This is an optimization exercise on Yosys and OpenROAD, whose aim is small area, a short achievable clock period and few clock cycles per item, not a production implementation.
Function was checked by simulation only, so behaviour that the tests miss may differ from the original.
Power is estimated from default activity; no workload was simulated.

## flow/design.v (module list and top-level ports; edited modules follow where they fit)
// module npu_requant: 1395 lines
// module rq_fa: 4 lines
// module rq_ha: 4 lines
// module rq_bsel: 4 lines
// module rq_xor: 3 lines
// module rq_xnor: 3 lines
// module rq_mux2i: 3 lines
// module rq_nand2: 3 lines
// module rq_nor2: 3 lines
// module rq_aoi21: 3 lines
// module rq_oai21: 3 lines
// module rq_inv: 3 lines
module npu_requant #(
  localparam int M_LEN  = 32,
  localparam int S_LEN  = 32,
  localparam int SH_LEN = 5
) (
  input  logic              clk_i,
  input  logic              rstn_i,
  input  logic              clear_i,
  input  logic [M_LEN-1:0]  acc_i,
  input  logic [S_LEN-1:0]  mult_i,
  input  logic [SH_LEN-1:0] shift_i,
  input  logic              valid_i,
  output logic              ready_o,
  output logic [M_LEN-1:0]  data_o,
  output logic              valid_o,
  input  logic              ready_i
);
  // ...
==> flow/flow/run.sh <==
#!/bin/bash
# The standard ORFS layout (standard.sh) with different repair settings:
#   SETUP_SLACK_MARGIN=5.7 "BUFFER_PORTS_ARGS=-buffer_cell sky130_fd_sc_hd__buf_1" "CTS_ARGS=-sink_clustering_enable -repair_clock_nets -buf_list sky130_fd_sc_hd__clkbuf_8 -dont_use_dummy_load -sink_clustering_size 12 -sink_clustering_max_diameter 100"
# All of the flow's output goes to standard.log; ORFS keeps each step's log under orfs/logs.
set -euo pipefail
bash standard.sh SETUP_SLACK_MARGIN=5.7 "BUFFER_PORTS_ARGS=-buffer_cell sky130_fd_sc_hd__buf_1" "CTS_ARGS=-sink_clustering_enable -repair_clock_nets -buf_list sky130_fd_sc_hd__clkbuf_8 -dont_use_dummy_load -sink_clustering_size 12 -sink_clustering_max_diameter 100" finish > standard.log 2>&1
==> flow/standard.sh <==
#!/bin/bash
# synth_recipe.tcl (not shown) runs the flow's synth.tcl, then flattens the netlist and writes it again
# the make line also repeats each setting of config.mk as NAME=value (left out here)
make -C /OpenROAD-flow-scripts/flow DESIGN_CONFIG=/design/flow/config.mk WORK_HOME=/design/flow/orfs CLKGATE_MAP_FILE= SYNTH_SCRIPT=/design/flow/synth_recipe.tcl "${@:-finish}"
==> flow/config.mk <==
export PLATFORM = sky130hd
export DESIGN_NAME = npu_requant
export DESIGN_NICKNAME = npu_requant
export VERILOG_FILES = /design/flow/design.v
export SDC_FILE = /design/flow/constraint.sdc
export NUM_CORES = 4
export LEC_CHECK = 0
export CAP_MARGIN = 5
export CORE_MARGIN = 2
export CORE_UTILIZATION = 60
export CTS_BUF_LIST = sky130_fd_sc_hd__clkbuf_8
export SETUP_SLACK_MARGIN = 5
export SLEW_MARGIN = 5
export SYNTH_HIERARCHICAL = 1
export SYNTH_MINIMUM_KEEP_SIZE = 0
==> flow/constraint.sdc <==
create_clock -name core_clock -period 10.0 [get_ports {clk_i}]
set_input_delay 2.0000 -clock core_clock [delete_from_list [all_inputs] [get_ports {clk_i}]]
set_output_delay 2.0000 -clock core_clock [all_outputs]
set_load 0.01 [all_outputs]
==> flow_summary.toml, run 1 <==
[synth]
yosysTopAreaCellShare_pct = 31.4
synth_top_family_by_area = "adder cells"
synth_area_leaders = "fa_1 31%, edfxtp_1 22%, xor2_1 15%, o22ai_1 11%, mux2i_1 5.5%"
synth-xor-area-share_pct = 17.0
syn_area_um2 = 29700

[timing]
slew_headroom_pct = 39.1
maxSlewViolCount = 0

[setup_path]
path_delay_family = "adder cells"
r2r-end = "b2_q[36]"

[finish]
regMostFlops = "b2_q"
area_growth_pct = 10.2
drive_above_1_share_pct = 8.78
largest_reg_flops = 48
final_cell_count_no_fill = 3445
seq_share_pct = 20.2

[cts]
cts.root.buffer_cell = "clkbuf_8"

[detailed_routing]
drtIter0Drc = 3136
first_pass_iters = 8
wire_per_inst_um = 28.3

[grt]
globalRoute.busiestLayer = "met2"

[outcome]
outcome = "finished clean"

[pwr]
p_comb_uw = 12000
switching_power_uw = 7100
power_frac_seq_pct = 15.8
clockPowerShare_pct = 3.5
fin_total_pwr_uw = 14800

[hold_path]
whs_endpoint = "v2_q"
worstHoldStart = "v2_q"

[place]
gp_congestion = 0.917

[die]
coreArea_um2 = 48800
Testbench counts, summed over its fixed seeds: cycles 8,012, items 8,000.
==> inputs of run 2 (changes only) <==
--- a/flow/config.mk
+++ b/flow/config.mk
@@ -7,7 +7,7 @@
 export LEC_CHECK = 0
 export CAP_MARGIN = 5
 export CORE_MARGIN = 2
-export CORE_UTILIZATION = 60
+export CORE_UTILIZATION = 68
 export CTS_BUF_LIST = sky130_fd_sc_hd__clkbuf_8
 export SETUP_SLACK_MARGIN = 5
 export SLEW_MARGIN = 5
==> run 2 against run 1 <==
  * Combinational power hardly changed
  * Clock power fell by 3%
  * Via count up 1.6%
  * Count of clock-buffer cells in the layout stayed put
  * Non-clock buffer count stayed put
  * Global-route usage is 4.2 points higher
  * Critical path type is now in -> out
  * Largest power group unchanged
==> flow_summary.toml, run 2 <==
[outcome]
outcome = "finished clean"

[pwr]
p_leak_uw = 0.0132
comb_power_share_pct = 80.8
clockPowerShare_pct = 3.4
power_switching_share_pct = 48.1
power.density_nw_per_um2 = 456
peakVddDrop_uv = 336
switching_power_uw = 7150
power_frac_seq_pct = 15.8
p_int_uw = 7720

[synth]
ys_ff_latch = 221
synth_area_per_cell_um2 = 11.7
synth_top_family_by_area = "adder cells"
syn_nets = 3209
synth-xor-area-share_pct = 17.0
synth-edff-count = 218
ys_types = 41
ys_top_cells_by_count = "524 x xor2_1, 512 x o22ai_1, 466 x fa_1"
syn_area_um2 = 29700
netlist_instances = 2545
synth_compound_area_share_pct = 13.3
synth_area_leaders = "fa_1 31%, edfxtp_1 22%, xor2_1 15%, o22ai_1 11%, mux2i_1 5.5%"
yosysTopAreaCellShare_pct = 31.4
yosysMostFrequentCell = "xor2_1"
synthAdderAreaFrac_pct = 36.7
synth.largest_area_cell = "fa_1"
synthArstFlopShare_pct = 1.36
synth_ff_type = "edfxtp_1"
synthSimpleGateAreaFrac_pct = 2.81
synth_mux_area_share_pct = 5.50
yosysWarnings = 12
synth_seq_area_share_pct = 22.3

[finish]
reg.largest.list = "b2_q: 48 flops, a2_q: 47 flops"
largest_reg_flops = 48
diodes = 0
final_core_util_pct = 75.8
drive_above_1_share_pct = 8.78
final_cell_mix = "523 x xor2_1, 504 x o22ai_1, 444 x fa_1, 218 x edfxtp_1, 167 x inv_1"
area_growth_pct = 10.0
fin_area_um2 = 32600
mostFrequentLayoutCell = "xor2_1"
regMostFlops = "b2_q"
nNetsFinal = 3446

[cts]
clockBufferDepth = 3
cts_buffers = 22
cts.sinks = 221
cts.clk_slew.worst_paths_ns = 0.08
cts_tree = "yes"
clk_latency_ns = 0.61
hold_buffers = 0
cts.root.buffer_cell = "clkbuf_8"
cts.htree.levels = 1

[setup_path]
crit_path_max_fanout = 2
arrival_ns = 2.33
crit_type = "in -> out"
critPathLaunchType = "input port"
worstPathRequired_ns = 8.00
end_kind = "output port"
r2r-start = "accn1_q[16]"
cp-startpoint = "ready_i"

[grt]
grt_pass1_wl_mm = 144
overflow = 0
grt_pass1_vias = 25464
track_usage_pct = 42.2
grt_max_degree = 76
antenna_found_initial = 0

[die]
fp-row-count = 76
fp.dieW_um = 213
dieArea_um2 = 45300
initial_core_util_pct = 68.9
coreArea_um2 = 43100
ios = 108
die_h_um = 213

[place]
io_buffers = 107
placed_area_um2 = 31500
hpwlAfterDp_mm = 57.6
gp_congestion = 0.923

[timing]
setup_tns_ns = 0
slew_headroom_pct = 38.4
setup_viol = 0
period_share_pct = 43.3
clock_skew_ns = 0.0381
rsz0062_at_grt = "true"
maxClockFrequency_mhz = 231
tightest_slew_ns = 0.925
hold_viol = 0
maxSlewViolCount = 0
final.min_clock_period_ns = 4.33

[job]
drv_cap = 0

[detailed_routing]
wire_per_inst_um = 28.2
viasPerCell = 7.20
vias = 24214
drtIter0Drc = 3630
wl_mm = 94.9
antenna_left = 0
drcViolationCount = 0
first_pass_iters = 7

[hold_path]
worstHoldStart = "v3_q"
hold_path_class = "reg -> reg"
-- run 2: worst paths after layout --
check / cells past startpoint / to / slack (ns)
max in group asynchronous: 1 / v2_q / 8.64
setup / recovery: 3 / ready_o / 5.67
min in group asynchronous: 1 / v3_q / 1.20
setup reg to reg: 9 / b2_q[36] / 5.69
hold / removal: 2 / v3_q / 0.54
hold reg to reg: 2 / v3_q / 0.54
-- run 2: stage by stage --
step | power (uW) | instances | hold WS [ns] | setup WS [ns]
detailed placement | 13900 | 3321 | 0.511 | 4.88
finish | 14900 | 3365 | 0.538 | 5.67
global placement | 13400 | 3321 | 0.505 | 4.91
CTS | 14500 | 3347 | 0.538 | 5.52
floorplan | 10200 | 2545 | 0.474 | 5.48
global route | 16100 | 3365 | 0.600 | 5.67
-- run 2: area by class of cell --
type	count	area [um^2]
clock buffers	22	303
fillers	3011	10400
well taps	585	732
flip-flops and latches	221	6620
inverters	170	638
multi-input cells	2146	22600
repair buffers	221	1760
-- run 2: cell families (layout without fill, tap and decap cells) --
kind of cell	Yosys count	after routing
XOR/XNOR	577	578
other	1	1
AO/OA/AOI/OAI	617	617
multiplexers	163	163
buffers and inverters	179	413
adder cells (fa/ha/maj)	590	590
flip-flops	221	221
AND/OR/NAND/NOR	197	197
-- run 2: power groups by stage --
stage	logic, uW	clock network [uW]	registers, uW
after detailed placement	11600	0	2360
after floorplan	7660	0	2590
after CTS	11600	517	2340
after global routing	13200	540	2380
after global placement	11000	0	2350
final	12000	503	2350
-- run 2: modules after synthesis (local to each module, per instance) --
module,area (um^2),cells inside,copies in the design,flip-flops and latches
rq_inv,3.75,1,12,0
npu_requant,8750,610,1,221
rq_xnor,8.76,1,38,0
rq_xor,8.76,1,523,0
rq_fa,20.0,1,466,0
rq_bsel,6.26,1,512,0
rq_nand2,3.75,1,57,0
rq_ha,12.5,1,79,0
rq_nor2,3.75,1,12,0
rq_oai21,5.00,1,24,0
rq_mux2i,10.0,1,160,0
rq_aoi21,8.76,1,52,0
-- run 2: what timing repair did --
action / CTS / global route
gates cloned: 4 / 3
setup buffers: 0 / 15
endpoints found under the setup margin: 50 / 53
pin swaps: 1 / 6
resized for setup: 26 / 108
-- run 2: layer usage --
metal / global-route usage, % / wire length [um] / vias to the layer above
met5: 0.667 / 40 / -
li1: - / - / 9662
met1: 54.5 / 33500 / 11836
met2: 64.5 / 41400 / 2153
met3: 14.4 / 14100 / 561
met4: 19.8 / 5780 / 2
-- run 2: worst max-delay path, cell delays in order --
cell	delay (ns)
buf_12	0.11
buf_16	0.11
buf_6	0.11
==> inputs of run 3 (changes only) <==
--- a/flow/config.mk
+++ b/flow/config.mk
@@ -7,7 +7,7 @@
 export LEC_CHECK = 0
 export CAP_MARGIN = 5
 export CORE_MARGIN = 2
-export CORE_UTILIZATION = 68
+export CORE_UTILIZATION = 62
 export CTS_BUF_LIST = sky130_fd_sc_hd__clkbuf_8
 export SETUP_SLACK_MARGIN = 5
 export SLEW_MARGIN = 5
==> run 3 against run 2 <==
  * Synthesized cell count did not move
  * Core utilization fell by 7.0 points
  * Design area barely moved
  * Clock skew rose by 0.021 ns
  * Cell count rose by 0.77%
  * Sequential power barely moved
  * Power rose by 0.46%
  * Critical endpoint is now b2_q[39]
  * Largest cell class unchanged
  * Largest power group unchanged
  * Highest routed layer unchanged
==> flow_summary.toml, run 3 <==
[setup_path]
cp-startpoint = "sh1_q[2]"
arrival_ns = 4.63
worstPathRequired_ns = 10.36
r2r-start = "sh1_q[2]"
crit_path_max_fanout = 15
critPathLaunchType = "register"
rr_worst_depth = 9
path_cells = "buf_4, or3b_1, nor2_2, fa_1, fa_2, fa_2, fa_2, fa_1, fa_1"
setup.worst_path.end = "b2_q[39]"
end_kind = "register"
cp_slowest_cell = "fa_2"
cpPeakStageDelay_ns = 0.55
r2r-end = "b2_q[39]"
r2r_setup_slack_ns = 5.73
crit_type = "reg -> reg"

[cts]
cts_buffers = 24
cts.root.buffer_cell = "clkbuf_8"
clockBufferDepth = 3
cts.clk_slew.worst_paths_ns = 0.08
cts.htree.levels = 1
cts.sinks = 221
clk_latency_ns = 0.64
hold_buffers = 0
cts_tree = "yes"

[pwr]
peakVddDrop_uv = 338
power.density_nw_per_um2 = 458
p_leak_uw = 0.0132

[synth]
ys_ff_latch = 221
ys_types = 41
netlist_instances = 2545
synthArstFlopShare_pct = 1.36
synth.largest_area_cell = "fa_1"
synth_ff_type = "edfxtp_1"
synth_area_per_cell_um2 = 11.7
yosysMostFrequentCell = "xor2_1"
synth_area_leaders = "fa_1 31%, edfxtp_1 22%, xor2_1 15%, o22ai_1 11%, mux2i_1 5.5%"
yosysTopAreaCellShare_pct = 31.4
syn_area_um2 = 29700
yosysWarnings = 12
synth_seq_area_share_pct = 22.3
syn_nets = 3209
ys_top_cells_by_count = "524 x xor2_1, 512 x o22ai_1, 466 x fa_1"
synth-edff-count = 218

[timing]
holdWs_ns = 0.552
clock_skew_ns = 0.0586
rsz0062_at_grt = "true"
slew_headroom_pct = 37.2
setup_tns_ns = 0
setup_viol = 0
maxSlewViolCount = 0
maxClockFrequency_mhz = 234
period_share_pct = 42.7
final.min_clock_period_ns = 4.27
tightest_slew_ns = 0.941
hold_viol = 0

[place]
placed_area_um2 = 31600
gp_congestion = 0.886
io_buffers = 107
hpwlAfterDp_mm = 59.7
placedCellCount = 3350

[finish]
multi_input_area_um2 = 22600
seqCellArea_um2 = 6620
mostFrequentLayoutCell = "xor2_1"
final_core_util_pct = 68.8
regMostFlops = "b2_q"
nNetsFinal = 3441
fin_area_um2 = 32600
area_growth_pct = 10.0
nFillCells = 3681
drive_above_1_share_pct = 8.94
final_cell_count_no_fill = 3391
largest_reg_flops = 48
reg.largest.list = "b2_q: 48 flops, a2_q: 47 flops"
final_cell_mix = "523 x xor2_1, 499 x o22ai_1, 440 x fa_1, 218 x edfxtp_1, 167 x inv_1"

[grt]
track_usage_pct = 39.8
antenna_found_initial = 1
grt_max_degree = 75
overflow = 0
grt_pass1_vias = 25369
grt_pass1_wl_mm = 149

[detailed_routing]
wl_mm = 98.1
drtIter0Drc = 3082
antenna_left = 0
wire_per_inst_um = 28.9
first_pass_iters = 6
drcViolationCount = 0
vias = 24034
viasPerCell = 7.09

[die]
initial_core_util_pct = 62.5
fp-row-count = 80
dieArea_um2 = 49600
fp.dieW_um = 223
die_h_um = 223
coreArea_um2 = 47400
ios = 108

[hold_path]
hold_path_class = "reg -> reg"

[job]
drv_cap = 0

[outcome]
outcome = "finished clean"
run 3: cell counts after synthesis:
Identical to the previous run, type by type.
run 3: critical path, delay by kind of cell (launching register included):
family | cells | cell delay (ns)
fa+ha+maj | 6 | 2.80
flops | 1 | 0.37
buf+inv | 1 | 0.24
simple gates | 2 | 0.59
run 3: worst min path at each step:
stage	from	to	cells after the start
floorplan	sh1_q[4]	sh2_q[4]	0
global placement	v2_q	v2_q	2
detailed placement	v2_q	v2_q	2
CTS	v2_q	v2_q	2
global route	v2_q	v2_q	2
finish	v2_q	v2_q	2
run 3: layer usage:
layer / track usage [%] / vias to the layer above / share of wire, %
met5: 0 / - / 0.011
met4: 19.8 / 2 / 4.9
met3: 11.1 / 419 / 13
met2: 60.8 / 2018 / 45
met1: 52.4 / 11943 / 37
li1: - / 9652 / -
run 3: cells by family after synthesis:
kind of cell / after synthesis / synth area share (%)
other cells: 1 / 0.0126
simple gates: 197 / 2.81
xor+xnor: 577 / 17.0
buf+inv: 179 / 2.30
compound gates: 617 / 13.3
mux: 163 / 5.50
flops: 221 / 22.3
fa+ha+maj: 590 / 36.7
run 3: per-stage QoR:
stage	power (uW)	worst slack, ns
after global placement	13700	4.63
after floorplan	10200	5.48
final	14900	5.73
after detailed placement	14100	4.34
after global routing	16200	5.66
after CTS	14700	5.70
run 3: layout make-up:
class | count | share of cell area, %
antenna | 1 | 0.00767
clock buffer | 24 | 1.01
inverter | 170 | 1.97
multi-input combinational | 2146 | 69.4
sequential | 221 | 20.3
tap | 615 | 2.36
timing repair buffer | 214 | 5.00
run 3: modules after synthesis (local to each module, per instance):
module,copies in the design,cells
rq_bsel,512,1
rq_xor,523,1
rq_aoi21,52,1
rq_mux2i,160,1
rq_ha,79,1
rq_nand2,57,1
rq_xnor,38,1
rq_inv,12,1
npu_requant,1,610
rq_fa,466,1
rq_nor2,12,1
rq_oai21,24,1
run 3: what timing repair did:
action	in CTS	in global routing
setup endpoints to repair	50	47
pin swaps	2	5
gates cloned	2	1
buffers inserted	5	8
gates resized for setup	52	104
run 3: where the power goes:
part / total, uW / internal (uW) / switching (uW)
Clock: 542 / 212 / 330
Sequential: 2350 / 2250 / 99.6
Combinational: 12000 / 5300 / 6750
==> inputs of run 4 (changes only) <==
--- a/flow/config.mk
+++ b/flow/config.mk
@@ -7,7 +7,7 @@
 export LEC_CHECK = 0
 export CAP_MARGIN = 5
 export CORE_MARGIN = 2
-export CORE_UTILIZATION = 62
+export CORE_UTILIZATION = 65
 export CTS_BUF_LIST = sky130_fd_sc_hd__clkbuf_8
 export SETUP_SLACK_MARGIN = 5
 export SLEW_MARGIN = 5
==> run 4 against run 3 <==
  * Non-clock buffer count is 8 lower
  * Sequential cell count unchanged
  * Hold slack improved by 0.025 ns
  * Sequential power about the same
  * Core utilization up 2.7 points
  * Setup slack worse by 0.019 ns
  * Combinational power shrank 5%
  * Largest power group unchanged
  * Highest routed layer is now met4
==> flow_summary.toml, run 4 <==
[outcome]
outcome = "finished clean"

[synth]
ys_ff_latch = 221
synthArstFlopShare_pct = 1.36
yosysMostFrequentCell = "xor2_1"
synth_area_leaders = "fa_1 31%, edfxtp_1 22%, xor2_1 15%, o22ai_1 11%, mux2i_1 5.5%"
ys_top_cells_by_count = "524 x xor2_1, 512 x o22ai_1, 466 x fa_1"
syn_area_um2 = 29700
ys_types = 41
synth-edff-count = 218
synth_area_per_cell_um2 = 11.7
netlist_instances = 2545
synth.largest_area_cell = "fa_1"
yosysTopAreaCellShare_pct = 31.4
syn_nets = 3209
synth_seq_area_share_pct = 22.3
synth_ff_type = "edfxtp_1"
yosysWarnings = 12

[place]
hpwlAfterDp_mm = 59.1
pre_cts_ws_ns = 5.55
io_buffers = 107
placed_area_um2 = 31600
gp_congestion = 0.873

[die]
initial_core_util_pct = 65.6
coreArea_um2 = 45200
fp-row-count = 78
fp.dieW_um = 218
ios = 108
die_h_um = 218
dieArea_um2 = 47400

[detailed_routing]
drtIter0Drc = 3069
wire_per_inst_um = 28.1
first_pass_iters = 9
viasPerCell = 7.10
vias = 23884
drcViolationCount = 0
wl_mm = 94.6
antenna_left = 0

[grt]
grt_max_degree = 73
track_usage_pct = 40.4
overflow = 0
antenna_found_initial = 1
grt_pass1_wl_mm = 144
grt_pass1_vias = 25247

[setup_path]
arrival_ns = 2.29
path_cells = "clkbuf_16, buf_6"
critical_path_buf_inv_count = 2
cpPeakStageDelay_ns = 0.16
worstPathRequired_ns = 8.00
critPathLaunchType = "input port"
crit_type = "in -> out"
end_kind = "output port"
cp_slowest_cell = "clkbuf_16"
crit_path_max_fanout = 17
path_delay_family = "buffers and inverters"

[finish]
mostFrequentLayoutCell = "xor2_1"
fin_area_um2 = 32300
drive_above_1_share_pct = 7.89
nNetsFinal = 3430
area_growth_pct = 8.84
reg.largest.list = "b2_q: 48 flops, a2_q: 47 flops"
final_cell_mix = "524 x xor2_1, 508 x o22ai_1, 445 x fa_1, 218 x edfxtp_1, 167 x inv_1"
regMostFlops = "b2_q"
largest_reg_flops = 48
nFillCells = 3322

[timing]
setup_tns_ns = 0
maxSlewViolCount = 0
setup_slack_ns = 5.71
hold_viol = 0
final.min_clock_period_ns = 4.29
maxClockFrequency_mhz = 233
clock_skew_ns = 0.0474
period_share_pct = 42.9
rsz0062_at_grt = "true"
slew_headroom_pct = 36.8
tightest_slew_ns = 0.948
setup_viol = 0

[cts]
cts_buffers = 22
cts_tree = "yes"
clk_latency_ns = 0.65
cts.root.buffer_cell = "clkbuf_8"
clockBufferDepth = 3
cts.clk_slew.worst_paths_ns = 0.08
cts.htree.levels = 1
cts.sinks = 221

[pwr]
p_leak_uw = 0.0130
power.density_nw_per_um2 = 443
peakVddDrop_uv = 310

[hold_path]
hold_path_class = "reg -> reg"

[job]
drv_cap = 0
run 4: path summary, 6_finish.rpt:
path                              from        to  slack (ns)  depth (start not counted)
min in group asynchronous       rstn_i      v3_q        1.18                          1
setup / recovery               ready_i   ready_o        5.71                          2
hold reg to reg                   v1_q      v2_q        0.58                          2
hold / removal                    v1_q      v2_q        0.58                          2
max in group asynchronous       rstn_i      v1_q        8.67                          1
setup reg to reg           accn1_q[15]  b2_q[36]        5.76                          9
run 4: where the power goes:
part | internal [uW] | switching (uW) | total [uW] | leakage (uW)
clock network | 195 | 332 | 528 | 0.000158
logic | 5040 | 6390 | 11400 | 0.0107
registers | 2250 | 103 | 2350 | 0.00218
total | 7480 | 6830 | 14300 | 0.0130
run 4: layout make-up:
type | count | area, um^2 | share of cell area, %
antenna | 1 | 2.50 | 0.00775
sequential | 221 | 6620 | 20.5
clock buffer | 22 | 303 | 0.938
timing repair buffer | 206 | 1470 | 4.56
inverter | 170 | 642 | 1.99
multi-input combinational | 2145 | 22500 | 69.7
tap | 600 | 751 | 2.33
run 4: timing repair:
item | in CTS | in global routing
hold buffers | 0 | 0
gates resized for setup | 7 | 99
endpoints found under the hold margin | 0 | 0
setup buffers | 4 | 1
endpoints found under the setup margin | 34 | 53
pin swaps | 0 | 3
run 4: per-stage QoR:
step | utilization [%] | std cells | hold WS, ns | total power, uW
after global routing | 71.4 | 3364 | 0.612 | 15700
after CTS | 70.6 | 3363 | 0.577 | 14000
after global placement | 69.8 | 3337 | 0.508 | 12900
after detailed placement | 69.8 | 3337 | 0.559 | 13400
after floorplan | - | 2545 | 0.474 | 10200
final | 71.5 | 3365 | 0.577 | 14300
run 4: modules after synthesis, one instance, submodules excluded, excerpt:
module,flops+latches,times used
rq_nand2,0,57
rq_inv,0,12
rq_nor2,0,12
rq_aoi21,0,52
rq_mux2i,0,160
rq_bsel,0,512
rq_oai21,0,24
rq_xnor,0,38
rq_fa,0,466
run 4: metal layers:
layer / up-vias / part of all wire [%] / GRT usage [%]
met3: 501 / 14 / 13.1
met5: - / 0 / 0.729
li1: 9630 / - / -
met4: 0 / 5.4 / 18.5
met1: 11680 / 36 / 52.3
met2: 2073 / 44 / 62.3
run 4: cell families after synthesis:
kind of cell	synth area share (%)
compound gates	13.3
xor+xnor	17.0
mux	5.50
buf+inv	2.30
simple gates	2.81
other cells	0.0126
flops	22.3
fa+ha+maj	36.7
==> inputs of run 5 (changes only) <==
--- a/flow/config.mk
+++ b/flow/config.mk
@@ -5,11 +5,11 @@
 export SDC_FILE = /design/flow/constraint.sdc
 export NUM_CORES = 4
 export LEC_CHECK = 0
-export CAP_MARGIN = 5
+export CAP_MARGIN = 0
 export CORE_MARGIN = 2
 export CORE_UTILIZATION = 65
 export CTS_BUF_LIST = sky130_fd_sc_hd__clkbuf_8
 export SETUP_SLACK_MARGIN = 5
-export SLEW_MARGIN = 5
+export SLEW_MARGIN = 0
 export SYNTH_HIERARCHICAL = 1
 export SYNTH_MINIMUM_KEEP_SIZE = 0
==> run 5 against run 4 <==
  * Cell count unchanged
  * Design area unchanged
  * Clock skew is the same
  * Power is the same
  * Die area is the same
  * Via count stayed put
  * Count of clock-buffer cells in the layout did not move
  * Global-route usage is the same
  * Hold slack is the same
  * Combinational power hardly changed
  * First-iteration DRC count unchanged
==> flow_summary.toml, run 5 <==
[pwr]
power.density_nw_per_um2 = 443
peakVddDrop_uv = 310
fin_total_pwr_uw = 14300
p_leak_uw = 0.0130

[synth]
yosysTopAreaCellShare_pct = 31.4
synth.largest_area_cell = "fa_1"
synth-edff-count = 218
synth-xor-area-share_pct = 17.0
syn_nets = 3209
yosysWarnings = 12
synth_compound_area_share_pct = 13.3
synth_seq_area_share_pct = 22.3
synth_top_family_by_area = "adder cells"
syn_area_um2 = 29700
synth_area_leaders = "fa_1 31%, edfxtp_1 22%, xor2_1 15%, o22ai_1 11%, mux2i_1 5.5%"
ys_top_cells_by_count = "524 x xor2_1, 512 x o22ai_1, 466 x fa_1"
synthArstFlopShare_pct = 1.36
netlist_instances = 2545
synth_area_per_cell_um2 = 11.7
synth_ff_type = "edfxtp_1"
ys_types = 41
synthSimpleGateAreaFrac_pct = 2.81
synth_mux_area_share_pct = 5.50
ys_ff_latch = 221
synthAdderAreaFrac_pct = 36.7
yosysMostFrequentCell = "xor2_1"

[setup_path]
rr_worst_depth = 9
r2r-end = "b2_q[36]"
r2r_setup_slack_ns = 5.76
crit_path_max_fanout = 17
worstPathRequired_ns = 8.00
critPathLaunchType = "input port"
crit_type = "in -> out"
critical_path_buf_inv_count = 2
end_kind = "output port"
r2r-start = "accn1_q[15]"
cp_slowest_cell = "clkbuf_16"
arrival_ns = 2.29
path_delay_family = "buffers and inverters"
path_cells = "clkbuf_16, buf_6"
cpPeakStageDelay_ns = 0.16

[grt]
track_usage_pct = 40.4
antenna_found_initial = 1
grt_pass1_wl_mm = 144
grt_pass1_vias = 25247
grt_max_degree = 73
met2_usage_pct = 62.3
globalRoute.busiestLayer = "met2"
met3_usage_pct = 13.1
grtUsageMet1_pct = 52.3
overflow = 0

[finish]
fin_area_um2 = 32300
regMostFlops = "b2_q"
final_cell_count_no_fill = 3365
area_growth_pct = 8.84
drive_above_1_share_pct = 7.89
final_cell_mix = "524 x xor2_1, 508 x o22ai_1, 445 x fa_1, 218 x edfxtp_1, 167 x inv_1"
nFillCells = 3322
reg.largest.list = "b2_q: 48 flops, a2_q: 47 flops"
mostFrequentLayoutCell = "xor2_1"
nNetsFinal = 3430
final_core_util_pct = 71.5
largest_reg_flops = 48

[die]
fp-row-count = 78
fp.dieW_um = 218
die_h_um = 218
coreArea_um2 = 45200
ios = 108
initial_core_util_pct = 65.6
dieArea_um2 = 47400

[place]
hpwlAfterDp_mm = 59.1
gp_congestion = 0.873
placedCellCount = 3337
io_buffers = 107
placed_area_um2 = 31600

[cts]
clk_latency_ns = 0.65
clockBufferDepth = 3
cts.root.buffer_cell = "clkbuf_8"
cts_tree = "yes"
cts_buffers = 22
cts.htree.levels = 1
cts.clk_slew.worst_paths_ns = 0.08
cts.sinks = 221
hold_buffers = 0

[timing]
final.min_clock_period_ns = 4.29
slew_headroom_pct = 36.8
rsz0062_at_grt = "true"
maxSlewViolCount = 0
maxClockFrequency_mhz = 233
period_share_pct = 42.9
clock_skew_ns = 0.0474
setup_viol = 0
setup_tns_ns = 0
tightest_slew_ns = 0.948
hold_viol = 0

[hold_path]
whs_endpoint = "v2_q"
worstHoldStart = "v1_q"
hold_path_class = "reg -> reg"
holdPathStages = 2

[outcome]
outcome = "finished clean"

[detailed_routing]
vias = 23884
first_pass_iters = 9
wl_mm = 94.6
drcViolationCount = 0
viasPerCell = 7.10
wire_per_inst_um = 28.1
antenna_left = 0
drtIter0Drc = 3069

[job]
drv_cap = 0
-- run 5: cell counts after synthesis --
Identical to the previous run, type by type.
-- run 5: routing by layer --
metal  up-vias  wire, um
li1       9630         -
met1     11680     33900
met2      2073     42100
met3       501     13500
met4         0      5090
met5         -         0
-- run 5: final cells by class --
| type | count | area [um^2] | area share (%) |
|---|---|---|---|
| multi-input combinational | 2145 | 22500 | 69.7 |
| antenna | 1 | 2.50 | 0.00775 |
| inverter | 170 | 642 | 1.99 |
| clock buffer | 22 | 303 | 0.938 |
| tap | 600 | 751 | 2.33 |
| sequential | 221 | 6620 | 20.5 |
| timing repair buffer | 206 | 1470 | 4.56 |
-- run 5: worst max path at each step --
| stage | cells after the start | start | to |
|---|---|---|---|
| after floorplan | 8 | accn1_q[31] | b2_q[34] |
| after global placement | 2 | ready_i | ready_o |
| after detailed placement | 18 | b2_q[16] | data3_q[28] |
| after CTS | 2 | ready_i | ready_o |
| after global routing | 14 | accn1_q[13] | cl2_q |
| final | 2 | ready_i | ready_o |
-- run 5: per-stage QoR --
step / hold WS, ns / setup WS (ns)
5_1_grt: 0.612 / 5.69
3_3_place_gp: 0.508 / 5.57
2_1_floorplan: 0.474 / 5.48
4_1_cts: 0.577 / 5.71
3_5_place_dp: 0.559 / 5.55
6_report: 0.577 / 5.71
-- run 5: Yosys stat by module (local to each module, per instance), a selection --
module / flip-flops and latches / cells / times used
rq_inv: 0 / 1 / 12
rq_ha: 0 / 1 / 79
rq_mux2i: 0 / 1 / 160
rq_bsel: 0 / 1 / 512
rq_fa: 0 / 1 / 466
npu_requant: 221 / 610 / 1
rq_xor: 0 / 1 / 523
rq_oai21: 0 / 1 / 24
rq_nor2: 0 / 1 / 12
rq_xnor: 0 / 1 / 38
-- run 5: where the power goes --
group          leakage, uW  switching [uW]  internal [uW]
registers          0.00218             103           2250
logic               0.0107            6390           5040
clock network     0.000158             332            195
total               0.0130            6830           7480
-- run 5: repair_timing --
item,4_1_cts,5_1_grt
buffers inserted,4,1
gates resized for setup,7,99
pin swaps,0,3
setup endpoints to repair,34,53
-- run 5: cell families after synthesis --
family                   count (synthesis)
flip-flops                             221
AO/OA/AOI/OAI                          617
adder cells (fa/ha/maj)                590
buffers and inverters                  179
AND/OR/NAND/NOR                        197
other                                    1
multiplexers                           163
XOR/XNOR                               577

==> re-timing with driven ports <==
No port has a modelled driver above. Below, the same layouts with a new extraction and two added sets of constraints.
Step 1 assumes that a clkbuf_16 drives the clock port and a buf_2 every other input.
Step 2 also shifts input and output timing later by t, the mid clock arrival at the registers, as if the neighbouring blocks saw the same clock.
Slacks: no drivers / after step 1 / after step 2; pairs: no drivers / after step 1.
run	t, ns	setup slack, ns	hold slack, ns	worst setup path after step 2	worst data-port slew with drivers (ns)
run 1	0.651	5.738 / 5.732 / 5.438	0.532 / 0.532 / 0.532	input to register	0.05
run 2	0.644	5.669 / 5.616 / 5.616	0.538 / 0.538 / 0.538	input to output	0.07
run 3	0.665	5.731 / 5.655 / 5.476	0.552 / 0.552 / 0.552	input to register	0.14
run 4	0.686	5.712 / 5.672 / 5.672	0.577 / 0.577 / 0.577	input to output	0.05
run 5	0.686	5.712 / 5.672 / 5.672	0.577 / 0.577 / 0.577	input to output	0.05
After both steps setup and hold are still met in every run listed. The setup slack of run 1, which loses most, moves by -0.006 ns with the drivers and by -0.300 ns with both steps.
